Source: an optimization exercise on an open RTL-to-GDS flow (aim: small area). Production flows keep margins and buffers that such runs may drop. At most, simulation tests tie the RTL to the original design; equivalence was not proved. The RTL of runs 2 and 3 was laid out without a check of its function. Power figures rest on the tool's default switching activity, not on a simulated workload.

<file path="config.mk">
export PLATFORM = sky130hd
export DESIGN_NAME = exe_top
export DESIGN_NICKNAME = exe_top
export VERILOG_FILES = /design/flow/design.v
export SDC_FILE = /design/flow/constraint.sdc
export NUM_CORES = 4
export LEC_CHECK = 0
export ABC_AREA = 1
export CAP_MARGIN = 10
export CORE_MARGIN = 2
export CORE_UTILIZATION = 45
export GPL_TIMING_DRIVEN = 0
export SETUP_SLACK_MARGIN = 0.05
export SLEW_MARGIN = 10
</file>
<file path="constraint.sdc">
create_clock -name core_clock -period 5.0 [get_ports {clk_i}]
set_input_delay 1.0000 -clock core_clock [delete_from_list [all_inputs] [get_ports {clk_i}]]
set_output_delay 1.0000 -clock core_clock [all_outputs]
set_load 0.01 [all_outputs]
</file>
<file path="design.v">
`default_nettype none
package rv_isa_pkg;
    typedef logic [4:0] reg_idx_t;
    localparam reg_idx_t ZERO_REG = 5'd0;
    localparam logic [6:0] OPC_I      = 7'b0010011;
    localparam logic [6:0] OPC_R      = 7'b0110011;  
    localparam logic [6:0] OPC_LUI    = 7'b0110111;
    localparam logic [6:0] OPC_AUIPC  = 7'b0010111;
    localparam logic [6:0] OPC_S      = 7'b0100011;
    localparam logic [6:0] OPC_L      = 7'b0000011;
    localparam logic [6:0] OPC_B      = 7'b1100011;
    localparam logic [6:0] OPC_JAL    = 7'b1101111;
    localparam logic [6:0] OPC_JALR   = 7'b1100111;
    localparam logic [6:0] OPC_SYSTEM = 7'b1110011;
    localparam logic [2:0] F3_ADD  = 3'b000;  
    localparam logic [2:0] F3_SLL  = 3'b001;
    localparam logic [2:0] F3_SLT  = 3'b010;
    localparam logic [2:0] F3_SLTU = 3'b011;
    localparam logic [2:0] F3_XOR  = 3'b100;
    localparam logic [2:0] F3_SR   = 3'b101;  
    localparam logic [2:0] F3_OR   = 3'b110;
    localparam logic [2:0] F3_AND  = 3'b111;
    localparam logic [2:0] F3_BEQ  = 3'b000;
    localparam logic [2:0] F3_BNE  = 3'b001;
    localparam logic [2:0] F3_BLT  = 3'b100;
    localparam logic [2:0] F3_BGE  = 3'b101;
    localparam logic [2:0] F3_BLTU = 3'b110;
    localparam logic [2:0] F3_BGEU = 3'b111;
    localparam logic [2:0] F3_LB  = 3'b000;
    localparam logic [2:0] F3_LH  = 3'b001;
    localparam logic [2:0] F3_LW  = 3'b010;
    localparam logic [2:0] F3_LBU = 3'b100;
    localparam logic [2:0] F3_LHU = 3'b101;
    localparam logic [2:0] F3_SB = 3'b000;
    localparam logic [2:0] F3_SH = 3'b001;
    localparam logic [2:0] F3_SW = 3'b010;
    localparam logic [6:0] F7_BASE = 7'b0000000;
    localparam logic [6:0] F7_ALT  = 7'b0100000;  
endpackage
`default_nettype wire
`default_nettype none
package exe_pkg;
    localparam int XLEN_DEF = 32;
    localparam logic [3:0] MEM_NOP = 4'd0;
    localparam logic [3:0] LB      = 4'd1;
    localparam logic [3:0] LH      = 4'd2;
    localparam logic [3:0] LW      = 4'd3;
    localparam logic [3:0] LBU     = 4'd4;
    localparam logic [3:0] LHU     = 4'd5;
    localparam logic [3:0] SB      = 4'd6;
    localparam logic [3:0] SH      = 4'd7;
    localparam logic [3:0] SW      = 4'd8;
endpackage
`default_nettype wire
`timescale 1ns/1ps
`default_nettype none
module exe_top #(
    parameter int XLEN = exe_pkg::XLEN_DEF
) (
    input  wire                  clk_i,
    input  wire                  rst_i,
    input  wire                  in_valid_i,
    output logic                 in_ready_o,
    input  wire [31:0]           inst_i,
    input  wire [XLEN-1:0]       inst_addr_i,
    input  wire [XLEN-1:0]       op1_i,
    input  wire [XLEN-1:0]       op2_i,
    input  wire [4:0]            reg_waddr_i,
    input  wire                  reg_we_i,
    output logic                 out_valid_o,
    input  wire                  out_ready_i,
    output logic                 reg_we_o,
    output logic [4:0]           reg_waddr_o,
    output logic [XLEN-1:0]      reg_wdata_o,
    output logic                 mem_we_o,
    output logic [XLEN-1:0]      mem_addr_o,
    output logic [XLEN-1:0]      mem_wdata_o,
    output logic [3:0]           mem_op_o,
    output logic                 jump_en_o,
    output logic [XLEN-1:0]      jump_addr_o
);
    function automatic logic [32:0] carries_bk(input logic [31:0] p_in, input logic [31:0] g_in, input logic cin);
        logic [31:0] p, g;
        logic [32:0] c;
        p = p_in;
        g = g_in;
        g[0] = g[0] | (p[0] & cin);
        for (int i = 1; i <= 5; i++) begin
            for (int j = 2**i - 1; j < 32; j = j + 2**i) begin
                g[j] = g[j] | (p[j] & g[j - 2**(i-1)]);
                p[j] = p[j] & p[j - 2**(i-1)];
            end
        end
        for (int i = 5; i > 0; i--) begin
            for (int j = 2**i + 2**(i-1) - 1; j < 32; j = j + 2**i) begin
                g[j] = g[j] | (p[j] & g[j - 2**(i-1)]);
                p[j] = p[j] & p[j - 2**(i-1)];
            end
        end
        c = {g, cin};
        carries_bk = c;
    endfunction
    logic ld, hd;
    assign ld = ~out_valid_o | out_ready_i;    
    assign hd = out_valid_o & ~out_ready_i;    
    logic [6:0] opc;
    logic [2:0] f3;
    logic       f7_zero, f7_alt;
    logic       is_opi, is_opr, is_lui, is_ld, is_st, is_br, is_jmp;
    logic       alu_ok;
    assign opc     = inst_i[6:0];
    assign f3      = inst_i[14:12];
    assign f7_zero = inst_i[31:25] == 7'b0000000;
    assign f7_alt  = inst_i[31:25] == 7'b0100000;
    assign is_opi  = opc == rv_isa_pkg::OPC_I;
    assign is_opr  = opc == rv_isa_pkg::OPC_R;
    assign is_lui  = opc == rv_isa_pkg::OPC_LUI || opc == rv_isa_pkg::OPC_AUIPC;
    assign is_ld   = opc == rv_isa_pkg::OPC_L;
    assign is_st   = opc == rv_isa_pkg::OPC_S;
    assign is_br   = opc == rv_isa_pkg::OPC_B;
    assign is_jmp  = opc == rv_isa_pkg::OPC_JAL || opc == rv_isa_pkg::OPC_JALR;
    assign alu_ok = (is_opr & (f7_zero | f7_alt)) |
                    (is_opi & ~(f3 == 3'b001 & ~f7_zero) & ~(f3 == 3'b101 & ~f7_zero & ~f7_alt));
    logic sub, use_imm, sel_pc, sel_alu, sel_pc4;
    logic fmt_s, fmt_b, fmt_j;
    assign sub     = opc[5] & opc[4] & ~opc[2] & (f3 == 3'b000) & inst_i[30];  
    assign use_imm = ~opc[4];
    assign sel_pc  = opc[6] & (opc[3] | ~opc[2]);    
    assign fmt_s   = ~opc[6] & opc[5];               
    assign fmt_b   = opc[6] & ~opc[2];               
    assign fmt_j   = opc[3];                         
    assign sel_alu = opc[4] & ~opc[2];
    assign sel_pc4 = opc[6];
    logic [31:0] imm_a, a_a, b_a, p_a, g_a, sum_a;
    logic [32:0] c_a;
    always_comb begin
        imm_a[31:20] = {12{inst_i[31]}};
        imm_a[19:12] = fmt_j ? inst_i[19:12] : {8{inst_i[31]}};
        imm_a[11]    = fmt_j ? inst_i[20] : fmt_b ? inst_i[7] : inst_i[31];
        imm_a[10:5]  = inst_i[30:25];
        imm_a[4:1]   = (fmt_s | fmt_b) ? inst_i[11:8] : inst_i[24:21];
        imm_a[0]     = (fmt_b | fmt_j) ? 1'b0 : fmt_s ? inst_i[7] : inst_i[20];
    end
    assign a_a   = (inst_addr_i & {32{sel_pc}}) | (op1_i & {32{~sel_pc}});
    assign b_a   = (imm_a & {32{use_imm}}) | (op2_i & {32{~use_imm & ~sub}}) | (~op2_i & {32{sub}});
    assign p_a   = a_a ^ b_a;
    assign g_a   = a_a & b_a;
    assign c_a   = carries_bk(p_a, g_a, sub);
    assign sum_a = p_a ^ c_a[31:0];
    logic [31:0] p_c, g_c;
    logic [32:0] c_c;
    logic        lt_u, lt_s, eq;
    assign p_c  = ~(op1_i ^ op2_i);
    assign g_c  = op1_i & ~op2_i;
    assign c_c  = carries_bk(p_c, g_c, 1'b1);
    assign lt_u = ~c_c[32];
    assign lt_s = lt_u ^ op1_i[31] ^ op2_i[31];
    assign eq   = &p_c;
    logic [31:0] pc4;
    assign pc4[1:0] = inst_addr_i[1:0];
    assign pc4[2]   = ~inst_addr_i[2];
    for (genvar i = 3; i < 32; i++) begin : g_pc4
        assign pc4[i] = inst_addr_i[i] ^ (&inst_addr_i[i-1:2]);
    end
    logic taken;
    logic br_k, taken_eq, taken_lt;
    assign br_k     = f3[0] ^ (~f3[1] & (op1_i[31] ^ op2_i[31]));
    assign taken_eq = is_br & ~f3[2] & ~f3[1] & (eq ^ f3[0]);
    assign taken_lt = is_br & f3[2] & (lt_u ^ br_k);
    assign taken    = taken_eq | taken_lt;
    logic [31:0] sh_in, s0, s1, s2, s3, s4;
    logic        fill;
    logic [4:0]  shamt;
    assign shamt = op2_i[4:0];
    assign fill  = f3[2] & inst_i[30] & op1_i[31];
    always_comb begin
        for (int i = 0; i < 32; i++) sh_in[i] = (op1_i[i] & f3[2]) | (op1_i[31-i] & ~f3[2]);
    end
    assign s0 = shamt[0] ? {{1{fill}},  sh_in[31:1]}  : sh_in;
    assign s1 = shamt[1] ? {{2{fill}},  s0[31:2]}     : s0;
    assign s2 = shamt[2] ? {{4{fill}},  s1[31:4]}     : s1;
    assign s3 = shamt[3] ? {{8{fill}},  s2[31:8]}     : s2;
    assign s4 = shamt[4] ? {{16{fill}}, s3[31:16]}    : s3;
    logic [31:0] w1_d, w2_d;
    logic e_add, e_p, e_g, e_shr, e_shl, e_slt, e_sltu;
    logic e_pc4;
    assign e_pc4  = sel_pc4 & ld;
    assign e_add  = ~sel_pc4 & (~sel_alu | f3 == 3'b000) & ld;
    assign e_p    = ~sel_pc4 & sel_alu & f3[2] & ~f3[0] & ld;
    assign e_g    = ~sel_pc4 & sel_alu & f3[2] & f3[1] & ld;
    assign e_shr  = ~sel_pc4 & sel_alu & f3 == 3'b101 & ld;
    assign e_shl  = ~sel_pc4 & sel_alu & f3 == 3'b001 & ld;
    assign e_slt  = ~sel_pc4 & sel_alu & f3 == 3'b010 & ld;
    assign e_sltu = ~sel_pc4 & sel_alu & f3 == 3'b011 & ld;
    logic [31:0] w1_rest;
    logic        slt_k, e_lt;
    always_comb begin
        for (int i = 0; i < 32; i++)
            w1_rest[i] = (p_a[i] & e_p) | (g_a[i] & e_g) |
                         (s4[i] & e_shr) | (s4[31-i] & e_shl) | (pc4[i] & e_pc4);
    end
    assign e_lt  = e_slt | e_sltu;
    assign slt_k = e_slt & (op1_i[31] ^ op2_i[31]);
    assign w1_d  = w1_rest | (~w1_n & {32{hd}}) | (sum_a & {32{e_add}}) | {31'b0, e_lt & (lt_u ^ slt_k)};
    logic e_op2, e_sa, e_sa0;
    assign e_op2 = ~opc[6] & ld;
    assign e_sa  = opc[6] & ld;
    assign e_sa0 = opc[6] & (opc[3] | ~opc[2]) & ld;
    assign w2_d  = (op2_i & {32{e_op2}}) | (~w2_n & {32{hd}}) | ({sum_a[31:1], 1'b0} & {32{e_sa}}) | {31'b0, sum_a[0] & e_sa0};
    logic       reg_we_d, wb_d, jump_en_d;
    logic [4:0] waddr_d;
    logic [3:0] mem_op_d;
    assign reg_we_d  = alu_ok | is_ld | is_jmp | (is_lui & reg_we_i);
    assign wb_d      = alu_ok | is_lui | is_jmp;
    assign waddr_d   = (alu_ok | is_lui | is_ld | is_st | is_jmp) ? reg_waddr_i : 5'd0;
    assign jump_en_d = taken | is_jmp;
    always_comb begin
        mem_op_d = exe_pkg::MEM_NOP;
        if (is_ld) begin
            case (f3)
                3'b000:  mem_op_d = exe_pkg::LB;
                3'b001:  mem_op_d = exe_pkg::LH;
                3'b010:  mem_op_d = exe_pkg::LW;
                3'b100:  mem_op_d = exe_pkg::LBU;
                3'b101:  mem_op_d = exe_pkg::LHU;
                default: mem_op_d = exe_pkg::MEM_NOP;
            endcase
        end else if (is_st) begin
            case (f3)
                3'b000:  mem_op_d = exe_pkg::SB;
                3'b001:  mem_op_d = exe_pkg::SH;
                3'b010:  mem_op_d = exe_pkg::SW;
                default: mem_op_d = exe_pkg::MEM_NOP;
            endcase
        end
    end
    logic [31:0] w1_n, w2_n;
    logic        wb_n;
    assign in_ready_o = ~out_valid_o | out_ready_i;
    always_ff @(posedge clk_i) begin
        if (rst_i) begin
            out_valid_o <= 1'b0;
        end else if (in_ready_o) begin
            out_valid_o <= in_valid_i;
        end
    end
    always_ff @(posedge clk_i) begin
        w1_n        <= ~w1_d;
        w2_n        <= ~w2_d;
    end
    always_ff @(posedge clk_i) begin
        if (rst_i) begin
            wb_n        <= 1'b0;
            reg_we_o    <= 1'b0;
            reg_waddr_o <= 5'd0;
            mem_we_o    <= 1'b0;
            mem_op_o    <= exe_pkg::MEM_NOP;
            jump_en_o   <= 1'b0;
        end else if (ld) begin
            wb_n        <= ~wb_d;
            reg_we_o    <= reg_we_d;
            reg_waddr_o <= waddr_d;
            mem_we_o    <= is_st;
            mem_op_o    <= mem_op_d;
            jump_en_o   <= jump_en_d;
        end
    end
    logic mem_n, st_n;
    assign mem_n = ~|mem_op_o;
    assign st_n  = ~(mem_op_o[3] | (mem_op_o[2] & mem_op_o[1]));
    assign reg_wdata_o = ~(w1_n | {32{wb_n}});
    assign mem_addr_o  = ~(w1_n | {32{mem_n}});
    assign mem_wdata_o = ~(w2_n | {32{st_n}});
    assign jump_addr_o = ~(w2_n | {32{~jump_en_o}});
endmodule
`default_nettype wire
</file>
<file path="flow/run.sh">
#!/bin/bash
# ORFS layout built on the standard.sh, with these changes:
#  - synthesis is the standard flow's synthesis script unchanged except that ABC maps the
#    logic with flow/abc_map.script (delay-targeted mapping with area
#    recovery, delay target in ps in the script). Registers are mapped before
#    ABC runs, so they are the standard synthesis's registers;
#  - synthesis buffers are removed before global placement (as the
#    timing-driven mode does);
#  - the port buffers are made from the smallest buffer cell;
#  - clock tree synthesis uses small clock buffers and no dummy loads.
# Tool output goes to synth.log, standard.log and ORFS's per-step logs.
set -e
here=$(pwd)
{ head -n 1 synth_recipe.tcl
  echo "proc abc {args} { set i [lsearch -exact \$args -script]; if {\$i >= 0} { lset args [expr {\$i+1}] $here/flow/abc_map.script }; yosys abc {*}\$args }"
  tail -n +2 synth_recipe.tcl; } > flow_synth.tcl
mk=$(grep '^make -C' standard.sh | sed "s|SYNTH_SCRIPT=[^ ]*|SYNTH_SCRIPT=$here/flow_synth.tcl|; s|\"\${@:-finish}\"|synth|")
eval "$mk" > synth.log 2>&1
export BUFFER_PORTS_ARGS="-buffer_cell sky130_fd_sc_hd__buf_1"
export PRE_GLOBAL_PLACE_TCL="$here/flow/pre_gpl.tcl"
export CTS_ARGS="-sink_clustering_enable -repair_clock_nets -dont_use_dummy_load -buf_list sky130_fd_sc_hd__clkbuf_4 -root_buf sky130_fd_sc_hd__clkbuf_8 -sink_clustering_size 8"
bash standard.sh > standard.log 2>&1
</file>
<file path="flow/abc_map.script">
strash
dch -x
map -B 0.9 -D 1700
topo
stime -c
buffer -c
upsize -c -D 1700
dnsize -c -D 1700
</file>
<file path="flow/pre_gpl.tcl">
# drop synthesis buffers; repair_design re-buffers where slew or load needs it
if { !$::env(GPL_TIMING_DRIVEN) } {
  remove_buffers
}
</file>
<file path="standard.sh">
#!/bin/bash
# synth_recipe.tcl (not shown) runs the flow's synth.tcl, then flattens the netlist and writes it again
# the make line also repeats each setting of config.mk as NAME=value (left out here)
make -C /OpenROAD-flow-scripts/flow DESIGN_CONFIG=/design/flow/config.mk WORK_HOME=/design/flow/orfs CLKGATE_MAP_FILE= SYNTH_SCRIPT=/design/flow/synth_recipe.tcl "${@:-finish}"
</file>
==> impl_metrics.yaml, run 1 <==
detailed_routing:
  routed_wl_um: 49050
  viasPerCell: 5.982
  num_vias: 13610
  avgRoutedWirePerCell_um: 21.55
  dr.pass1.iters: 9
  ant_nets: 0
  drt_iter0_markers: 1773
  drc_errors: 0
layout:
  drive_above_1_share_pct: 5.411
  nets: 2222
  finalNonFillerCells: 2276
  syn_to_final_growth_pct: 16.34
  design_area_um2: 11820
  num_antenna_cells: 0
critical_path:
  crit_path_max_incr_delay_ps: 400
  required_ps: 5320
  crit_arrival_ps: 5110
  cp-end-kind: "flip-flop"
  cp_top_family: "simple AND/OR/NAND/NOR gates"
  crit_type: "in -> reg"
  cp-start-kind: "input port"
  crit_buf_inv: 8
  path_common_cell: "nand2_1"
  path_max_fanout: 9
  cpMaxStageDelayCell: "fa_2"
sta:
  slew_viol_final: 0
  setup_viol: 0
  hold_viol_final: 0
  fin_crit_ps: 4789
  finalCritPeriodShare_pct: 95.78
  slew_headroom_pct: 17.87
  rsz0062_at_grt: "yes"
  skew_ps: 24.88
  fin_ws_ps: 211.1
  worstMarginPinSlew_ps: 1224
  tns_ps: 0
  fmax_ghz: 0.2088
pwr:
  p_leak_nw: 5.466
  power.density_nw_per_um2: 224.2
  totalPowerFinal_w: 0.002651
  ir_drop_mv: 0.1208
floorplan:
  coreArea_um2: 21960
  start_util_pct: 46.27
  ioPinCount: 280
  core.rowCount: 54
  die_width_um: 154.3
  die-height_um: 154.3
  die_area_um2: 23790
cts:
  cts_hold_buf: 0
  root_buffer: "clkbuf_8"
  cts_tree: "built"
  cts_buffers: 9
  clock_path_buffers: 2
  htree_levels: 3
  clkSinkCount: 78
  clk_pin_slew_ps: 90
  insertion_delay_ps: 380
status:
  status: "finished clean"
grt:
  grt_pass1_vias: 11990
  grt_max_degree: 64
  grt_usage_pct: 40.13
  overflow: 0
  grt_pass1_wl_um: 72310
  antenna_found_initial: 0
synth:
  synth_nets: 2004
  yosysWarningCount: 1
  synthCells: 1780
  synth_area_leaders: "nand3_1 18%, dfxtp_1 15%, nand2_1 13%"
  ys_seq_area_share_pct: 15.37
  netlist.area_leader.share_pct: 17.68
  synth.cell_area_um2: 10160
  synth_top_area_cell: "nand3_1"
  ys_ff_latch: 78
  avgSynthCellArea_um2: 5.708
  synth_cell_types: 39
hold_path:
  hp-class: "reg -> reg"
placement:
  place_hpwl_um: 38160
  pre_cts_slack_ps: -3156
  gp_congestion: 1.011
  place_area_um2: 11340
  placed_cells: 2246
  io_buffers: 279
job:
  maxCapViolations: 0
per-stage QoR:
step	utilization (%)	hold slack, ps
3_5_place_dp	51.64	458.2
2_1_floorplan	-	490.0
3_3_place_gp	50.91	453.2
4_1_cts	53.16	472.5
6_report	53.83	470.1
5_1_grt	53.83	497.7
registers in the layout (all words and copies together), names as in the netlist:
name         cells
reg_waddr_o      5
w1_n            32
reg_we_o         1
wb_n             1
out_valid_o      1
mem_we_o         1
mem_op_o         4
w2_n            32
jump_en_o        1
what timing repair did:
action,CTS,global route
cloned,4,0
setup endpoints to repair,64,22
pin swaps,5,13
buffers inserted,8,9
resized for setup,36,22
final cells by class:
| cell class | instances | area (um^2) |
|---|---|---|
| fill | 2420 | 10140 |
| multi-input combinational | 1424 | 7750 |
| sequential | 78 | 1563 |
| timing repair buffer | 304 | 1334 |
| inverter | 179 | 689.4 |
| tap | 280 | 350.3 |
| clock buffer | 9 | 123.9 |
| timing repair inverter | 2 | 10.01 |
tightest hold or removal path, cell delays in order (launching register included):
cell and delay, ps:
dfxtp_1 310, nand2_1 60, a21oi_1 50
placed cells by master, fill, tap and decap left out, drive strengths merged, types with 5 or more instances in the layout:
cell      instances
o211ai           23
inv             170
nand3           359
ha               69
a221oi            7
clkbuf           12
a21oi            78
clkinvlp          5
mux2              7
nand4            14
o22ai            52
a211oi           13
fa               17
o2111ai           5
nor4              5
nor3             16
o221ai            9
xor2             12
nor2            270
buf             301
dfxtp            78
o21ai            77
nand2           360
clkinv            6
xnor2             8
Yosys cell counts:
cell       number
nor4_1          5
nand2_2         2
o21ai_0        77
a21o_1          2
xor2_1         12
clkbuf_1       76
o21bai_1        2
a22o_1          2
nand4_1        14
o2111ai_1       5
nand3_1       359
buf_2           5
a21oi_2         1
a211oi_1       13
nor2_1        269
a31oi_1         2
ha_1           69
dfxtp_1        78
and3_1          3
a221oi_1        7
nor3_1         16
or2_2           4
a21oi_1        77
mux2_2          7
xnor2_1         8
o21a_1          3
o221ai_1        9
o22ai_1        52
fa_1           17
buf_1          20
inv_1         172
a2111oi_0       1
a41oi_1         1
o211ai_1       23
o2bb2ai_1       1
nor2b_1         1
a21boi_0        1
nand2_1       357
clkinv_1        7
path summary, 6_finish.rpt:
kind | startpoint | end | slack, ps | cells after the start
max | inst_i[4] | w1_n[23] | 210 | 32
min | reg_waddr_o[3] | reg_waddr_o[3] | 470 | 2
max reg2reg | out_valid_o | w1_n[7] | 1800 | 8
min reg2reg | reg_waddr_o[3] | reg_waddr_o[3] | 470 | 2
where the power goes:
part | switching (W) | leakage (nW) | internal, W
logic | 0.000896 | 4.75 | 0.000467
registers | 0.000146 | 0.654 | 0.000735
clock network | 0.000244 | 0.0647 | 0.000162
total | 0.00129 | 5.47 | 0.00136
logic make-up (layout without fill, tap and decap cells):
family	Yosys count	count (layout)	share of synthesized area, %
muxes	7	7	0.7759
buffers and inverters	280	494	10.41
DFF	78	78	15.37
and+or+nand+nor	1030	1032	43.39
xor gates and xnor gates	20	20	1.724
AOI/OAI and AO/OA	279	279	16.49
adders and majority gates	86	86	11.85
metal layers:
layer / up-vias / track usage (%) / wire (um)
li1: 6464 / - / -
met2: 870 / 59.41 / 19720
met4: 0 / 16.98 / 2402
met1: 6163 / 56.19 / 20580
met5: - / 0 / 0
met3: 117 / 8.910 / 6341
==> run 2: changes to the inputs <==
--- a/design.v
+++ b/design.v
@@ -157,10 +157,18 @@
     assign lt_s = lt_u ^ op1_i[31] ^ op2_i[31];
     assign eq   = &p_c;
     logic [31:0] pc4;
-    assign pc4[1:0] = inst_addr_i[1:0];
-    assign pc4[2]   = ~inst_addr_i[2];
-    for (genvar i = 3; i < 32; i++) begin : g_pc4
-        assign pc4[i] = inst_addr_i[i] ^ (&inst_addr_i[i-1:2]);
+    always_comb begin
+        logic [29:0] t;
+        t = inst_addr_i[31:2];
+        for (int i = 1; i <= 5; i++)
+            for (int j = 2**i - 1; j < 30; j = j + 2**i)
+                t[j] = t[j] & t[j - 2**(i-1)];
+        for (int i = 5; i > 0; i--)
+            for (int j = 2**i + 2**(i-1) - 1; j < 30; j = j + 2**i)
+                t[j] = t[j] & t[j - 2**(i-1)];
+        pc4[1:0] = inst_addr_i[1:0];
+        pc4[2]   = ~inst_addr_i[2];
+        for (int i = 3; i < 32; i++) pc4[i] = inst_addr_i[i] ^ t[i-3];
     end
     logic taken;
     logic br_k, taken_eq, taken_lt;
--- a/config.mk
+++ b/config.mk
@@ -6,9 +6,9 @@
 export NUM_CORES = 4
 export LEC_CHECK = 0
 export ABC_AREA = 1
-export CAP_MARGIN = 10
+export CAP_MARGIN = 20
 export CORE_MARGIN = 2
 export CORE_UTILIZATION = 45
 export GPL_TIMING_DRIVEN = 0
 export SETUP_SLACK_MARGIN = 0.05
-export SLEW_MARGIN = 10
+export SLEW_MARGIN = 20
==> impl_metrics.yaml, run 2 <==
layout:
  syn_to_final_growth_pct: 17.23
  fin_util_pct: 53.26
  nets: 2227
  reg.largest.list: "w1_n: 32 flops, w2_n: 32 flops, reg_waddr_o: 5 flops"
  design_area_um2: 11990
  drive_above_1_share_pct: 6.278
  layout_commonest_cell: "nand3_1"
  final_cell_mix: "334 x nand3_1, 329 x nand2_1, 268 x buf_1, 267 x nor2_1, 178 x inv_1"
  num_antenna_cells: 0
placement:
  gp_congestion: 0.9815
  io_buffers: 279
  place_area_um2: 11420
  place_hpwl_um: 38420
floorplan:
  die_area_um2: 23940
  die_width_um: 154.7
  start_util_pct: 45.43
  core.rowCount: 55
  ioPinCount: 280
  coreArea_um2: 22500
  die-height_um: 154.7
cts:
  clk_pin_slew_ps: 90
  clkSinkCount: 78
  cts_buffers: 9
  htree_levels: 3
  root_buffer: "clkbuf_8"
  cts_tree: "built"
  clock_path_buffers: 2
  insertion_delay_ps: 380
critical_path:
  path_max_fanout: 7
  crit_type: "in -> reg"
  r2r_cells: 9
  cp-start-kind: "input port"
  regToRegSetupSlack_ps: 950
  crit_arrival_ps: 5050
  cp-end-kind: "flip-flop"
  path_common_cell: "nand2_1"
  reg2reg_from: "out_valid_o"
  required_ps: 5320
  cpMaxStageDelayCell: "fa_1"
  crit_path_max_incr_delay_ps: 460
  r2r_end: "w1_n[1]"
pwr:
  ir_drop_mv: 0.1368
  power.density_nw_per_um2: 223.4
  p_leak_nw: 5.566
detailed_routing:
  viasPerCell: 5.910
  ant_nets: 0
  drc_errors: 0
  routed_wl_um: 48820
  num_vias: 13450
  dr.pass1.iters: 9
  avgRoutedWirePerCell_um: 21.45
  drt_iter0_markers: 1606
synth:
  synth.most_common_cell: "nand2_1"
  synth-main-ff-cell: "dfxtp_1"
  synth.cell_area_um2: 10220
  synth_cell_types: 34
  async_flop_share_pct: 0
  synth_area_leaders: "nand3_1 16%, dfxtp_1 15%, nand2_1 12%"
  yosysWarningCount: 1
  synthCells: 1772
  synth_nets: 2006
  netlist.area_leader.share_pct: 16.35
  ys_seq_area_share_pct: 15.27
  ys_ff_latch: 78
  synth_top_area_cell: "nand3_1"
  synth-edff-count: 0
  ys_top_cells_by_count: "337 x nand2_1, 334 x nand3_1, 271 x nor2_1"
  avgSynthCellArea_um2: 5.770
sta:
  setup_viol: 0
  slew_headroom_pct: 24.11
  fmax_ghz: 0.2114
  worstMarginPinSlew_ps: 1137
  skew_ps: 14.21
  fin_crit_ps: 4730
  rsz0062_at_grt: "yes"
  finalCritPeriodShare_pct: 94.59
  slew_viol_final: 0
  hold_viol_final: 0
grt:
  grt_usage_pct: 39.53
  grt_pass1_wl_um: 71260
  grt_max_degree: 43
  grt_pass1_vias: 11500
  overflow: 0
  antenna_found_initial: 0
hold_path:
  hp-class: "reg -> reg"
  hold_depth: 2
  worstHoldEndpoint: "reg_waddr_o[3]"
  min_from: "reg_waddr_o[3]"
job:
  maxCapViolations: 0
status:
  status: "finished clean"
[run 2: cell count changes in the layout (fill, tap and decap cells not counted), moves of 6 or more]
cell / delta
a21oi_1: -10
inv_1: +14
ha_1: +10
nand3_1: -25
or2_2: +7
nor3_1: +6
nand2_1: -23
nor2_1: +8
[run 2: worst max path at each step]
stage,start,to,slack [ps],cells past startpoint
after global placement,inst_i[14],w1_n[23],-4250,30
after CTS,op2_i[0],w1_n[30],50,25
after detailed placement,inst_i[14],w1_n[23],-2490,31
after floorplan,inst_i[2],w1_n[30],410,30
final,inst_i[2],w1_n[27],270,28
after global routing,inst_i[2],w1_n[28],6,32
[run 2: cell type report]
type	instances	area [um^2]
clock buffers	9	123.9
multi-input cells	1405	7807
repair buffers	306	1395
repair inverters	2	10.01
inverters	191	729.5
flip-flops and latches	78	1563
fillers	2448	10520
well taps	285	356.6
[run 2: cells by family after synthesis]
logic type                 Yosys count  synth area share, %
AOI/OAI and AO/OA                  277                16.17
xor gates and xnor gates            22                1.885
adders and majority gates           96                13.00
buffers and inverters              290                10.65
DFF                                 78                15.27
muxes                               12                1.322
and+or+nand+nor                    997                41.71
[run 2: where the power goes]
part	internal [W]	leakage [nW]	switching, W	total, W
combinational	0.000481	4.85	0.000917	0.00140
sequential	0.000735	0.654	0.000133	0.000868
clock	0.000162	0.0647	0.000250	0.000411
[run 2: repair_timing]
item | CTS | global route
setup buffers | 6 | 8
endpoints found under the hold margin | 0 | 0
pin swaps | 6 | 12
endpoints found under the setup margin | 61 | 33
cloned | 4 | 0
gates resized for setup | 39 | 28
hold buffers | 0 | 0
[run 2: stage by stage]
step	setup TNS, ps	cells	setup WS (ps)	power, W	hold slack (ps)
detailed placement	-104290	2248	-2490	0.002140	456.2
global route	0	2276	5.671	0.002825	492.1
global placement	-239730	2237	-4252	0.002120	453.8
CTS	0	2267	50.29	0.002580	470.0
floorplan	0	1772	414.6	0.001631	490.0
finish	0	2276	270.4	0.002677	469.4
[run 2: critical path, delay by kind of cell]
kind / cells / cell delay [ps]
AOI/OAI and AO/OA: 4 / 720
xor gates and xnor gates: 1 / 210
adders and majority gates: 2 / 890
buffers and inverters: 8 / 760
and+or+nand+nor: 13 / 1460
[run 2: layer usage]
metal / up-vias / global-route usage (%) / wire (um)
li1: 6401 / - / -
met1: 6088 / 55.95 / 20650
met2: 867 / 58.63 / 20270
met3: 96 / 8.154 / 5732
met4: 0 / 15.65 / 2162
met5: - / 0 / 0
==> run 3: changes to the inputs <==
==> flow/abc_map.script (replaced) <==
strash
dch -f
map -B 0.9 -D 1500
topo
stime -c
buffer -c
upsize -c -D 1500
dnsize -c -D 1500
==> impl_metrics.yaml, run 3 <==
status:
  status: "finished clean"
synth:
  ys_top_cells_by_count: "362 x nand3_1, 313 x nand2_1, 206 x nor2_1"
  synth-adder-area-share_pct: 13.06
  synth.most_common_cell: "nand3_1"
  synth_top_area_cell: "nand3_1"
  synthCells: 1709
  netlist.area_leader.share_pct: 17.81
  yosys.area_share.simple_pct: 40.59
  async_flop_share_pct: 0
  synth_xor_area_share_pct: 2.411
  synth-edff-count: 0
  ys_ff_latch: 78
  yosysWarningCount: 1
  synth_nets: 1943
  synth_compound_area_share_pct: 16.11
  avgSynthCellArea_um2: 5.953
  ys_seq_area_share_pct: 15.35
  synth_area_leaders: "nand3_1 18%, dfxtp_1 15%, nand2_1 12%"
  synth-main-ff-cell: "dfxtp_1"
  synth.cell_area_um2: 10170
  synth_top_family_by_area: "simple AND/OR/NAND/NOR gates"
  synthMuxAreaShare_pct: 2.214
  synth_cell_types: 39
sta:
  skew_ps: 21.95
  slew_viol_final: 0
  finalCritPeriodShare_pct: 95.54
  rsz0062_at_grt: "no"
  worstMarginPinSlew_ps: 1139
  fmax_ghz: 0.2093
  setup_viol: 0
  tns_ps: 0
  fin_ws_ps: 223.0
  hold_viol_final: 0
  fin_crit_ps: 4777
  slew_headroom_pct: 23.98
layout:
  finalNonFillerCells: 2211
  syn_to_final_growth_pct: 17.62
  fillers: 2412
  drive_above_1_share_pct: 6.961
  final_cell_mix: "362 x nand3_1, 303 x nand2_1, 266 x buf_1, 203 x nor2_1, 158 x inv_1"
  reg.largest.list: "w1_n: 32 flops, w2_n: 32 flops, reg_waddr_o: 5 flops"
  layout_commonest_cell: "nand3_1"
  fin_util_pct: 53.34
  nets: 2161
critical_path:
  required_ps: 5310
  path_common_cell: "nand2_1"
  path_max_fanout: 10
  crit_type: "in -> reg"
  regToRegSetupSlack_ps: 1100
  cp-start-kind: "input port"
  cp-end-kind: "flip-flop"
  crit_path_max_incr_delay_ps: 420
  cpMaxStageDelayCell: "fa_1"
  crit_arrival_ps: 5080
floorplan:
  ioPinCount: 280
  coreArea_um2: 22430
  die-height_um: 154.4
  die_area_um2: 23830
  start_util_pct: 45.35
  die_width_um: 154.4
  core.rowCount: 55
placement:
  io_buffers: 279
  gp_congestion: 1.057
  placed_cells: 2182
  place_hpwl_um: 37800
  pre_cts_slack_ps: -2135
grt:
  grt_max_degree: 47
  grt_pass1_wl_um: 69700
  overflow: 0
  grt_pass1_vias: 11670
  grt_usage_pct: 38.58
  antenna_found_initial: 1
cts:
  clkSinkCount: 78
  clock_path_buffers: 2
  htree_levels: 3
  cts_buffers: 9
  clk_pin_slew_ps: 100
  root_buffer: "clkbuf_8"
  cts_hold_buf: 0
  cts_tree: "built"
  insertion_delay_ps: 380
detailed_routing:
  avgRoutedWirePerCell_um: 21.72
  drc_errors: 0
  num_vias: 13410
  viasPerCell: 6.063
  drt_iter0_markers: 1529
  routed_wl_um: 48020
  dr.pass1.iters: 6
  ant_nets: 0
hold_path:
  hp-class: "reg -> reg"
pwr:
  p_leak_nw: 5.444
  ir_drop_mv: 0.1291
  power.density_nw_per_um2: 221.6
job:
  maxCapViolations: 0
[run 3: power breakdown]
group / switching [W] / internal (W)
clock: 0.000249 / 0.000162
sequential: 0.000137 / 0.000737
combinational: 0.000872 / 0.000494
total: 0.00126 / 0.00139
[run 3: logic make-up (layout without fill, tap and decap cells)]
| logic type | after synthesis | count (layout) |
|---|---|---|
| DFF | 78 | 78 |
| and+or+nand+nor | 942 | 943 |
| other | 0 | 1 |
| xor gates and xnor gates | 28 | 28 |
| AOI/OAI and AO/OA | 271 | 271 |
| muxes | 20 | 20 |
| buffers and inverters | 274 | 489 |
| adders and majority gates | 96 | 96 |
[run 3: path summary, 6_finish.rpt]
path / cells after the start / end / start
max reg2reg: 9 / w1_n[11] / out_valid_o
min reg2reg: 2 / mem_we_o / mem_we_o
max: 27 / w1_n[21] / inst_i[3]
min: 2 / mem_we_o / mem_we_o
[run 3: area by class of cell]
cell class / count / area [um^2] / share of cell area [%]
multi-input combinational: 1358 / 7835 / 65.47
sequential: 78 / 1563 / 13.06
timing repair buffer: 306 / 1419 / 11.86
inverter: 173 / 661.9 / 5.531
tap: 285 / 356.6 / 2.980
clock buffer: 9 / 123.9 / 1.035
timing repair inverter: 1 / 5.005 / 0.04182
antenna: 1 / 2.502 / 0.02091
[run 3: metrics by stage]
step                      instance area [um^2]  hold WS [ps]  total power, W
after floorplan                          10170         481.6        0.001640
after global placement                   11180         455.9        0.002096
after detailed placement                 11390         465.0        0.002118
after CTS                                11760         480.3        0.002570
after global routing                     11970         517.1        0.002808
final                                    11970         480.2        0.002652
[run 3: worst max-delay path: cells and delay by family]
kind	cells	cell delay (ps)
AO/OA/AOI/OAI	6	1000
XOR/XNOR	1	140
adder cells (fa/ha/maj)	3	1040
buffers and inverters	7	860
AND/OR/NAND/NOR	10	1020
[run 3: routing by layer]
layer	vias to the layer above	GRT usage, %	share of wire [%]
li1	6279	-	-
met1	6266	53.34	43
met5	-	0	0
met4	0	17.64	4.8
met2	748	59.17	43
met3	113	6.080	9.1
[run 3: timing repair]
action	in CTS	in global routing
endpoints found under the setup margin	56	22
pin swaps	9	12
buffers inserted	10	4
cloned	1	2
resized for setup	40	33

==> separate check: timing with driven ports <==
How much do the figures lean on ideal ports? The routed layouts below were timed once more, with nothing changed but the port constraints. Step 1 assumes that a clkbuf_16 drives the clock port and a buf_2 every other input. Step 2 adds t to the input delays and takes it off the output delays; t is the mean of the earliest and latest rising clock arrival at the registers after step 1. Input paths then give back, and output paths get back, about the clock's delay inside the block. a / b / c = no drivers / after step 1 / after step 2; a / b = the first two.
run | t (ns) | slack for setup (ns) | worst register clock-pin slew, ns | worst data-port slew with drivers (ns) | pins driven straight from the clock port
run 1 | 0.416 | 0.211 / 0.217 / -0.199 | 0.09 / 0.09 | 0.07 | 1
run 2 | 0.419 | 0.270 / 0.283 / -0.136 | 0.09 / 0.09 | 0.12 | 1
run 3 | 0.414 | 0.223 / 0.155 / -0.259 | 0.10 / 0.10 | 0.17 | 1
Met with ideal ports but missed after step 2: setup timing in every run listed. For run 3, which loses most, drivers alone change the setup slack by -0.068 ns; drivers and shift together by -0.482 ns.
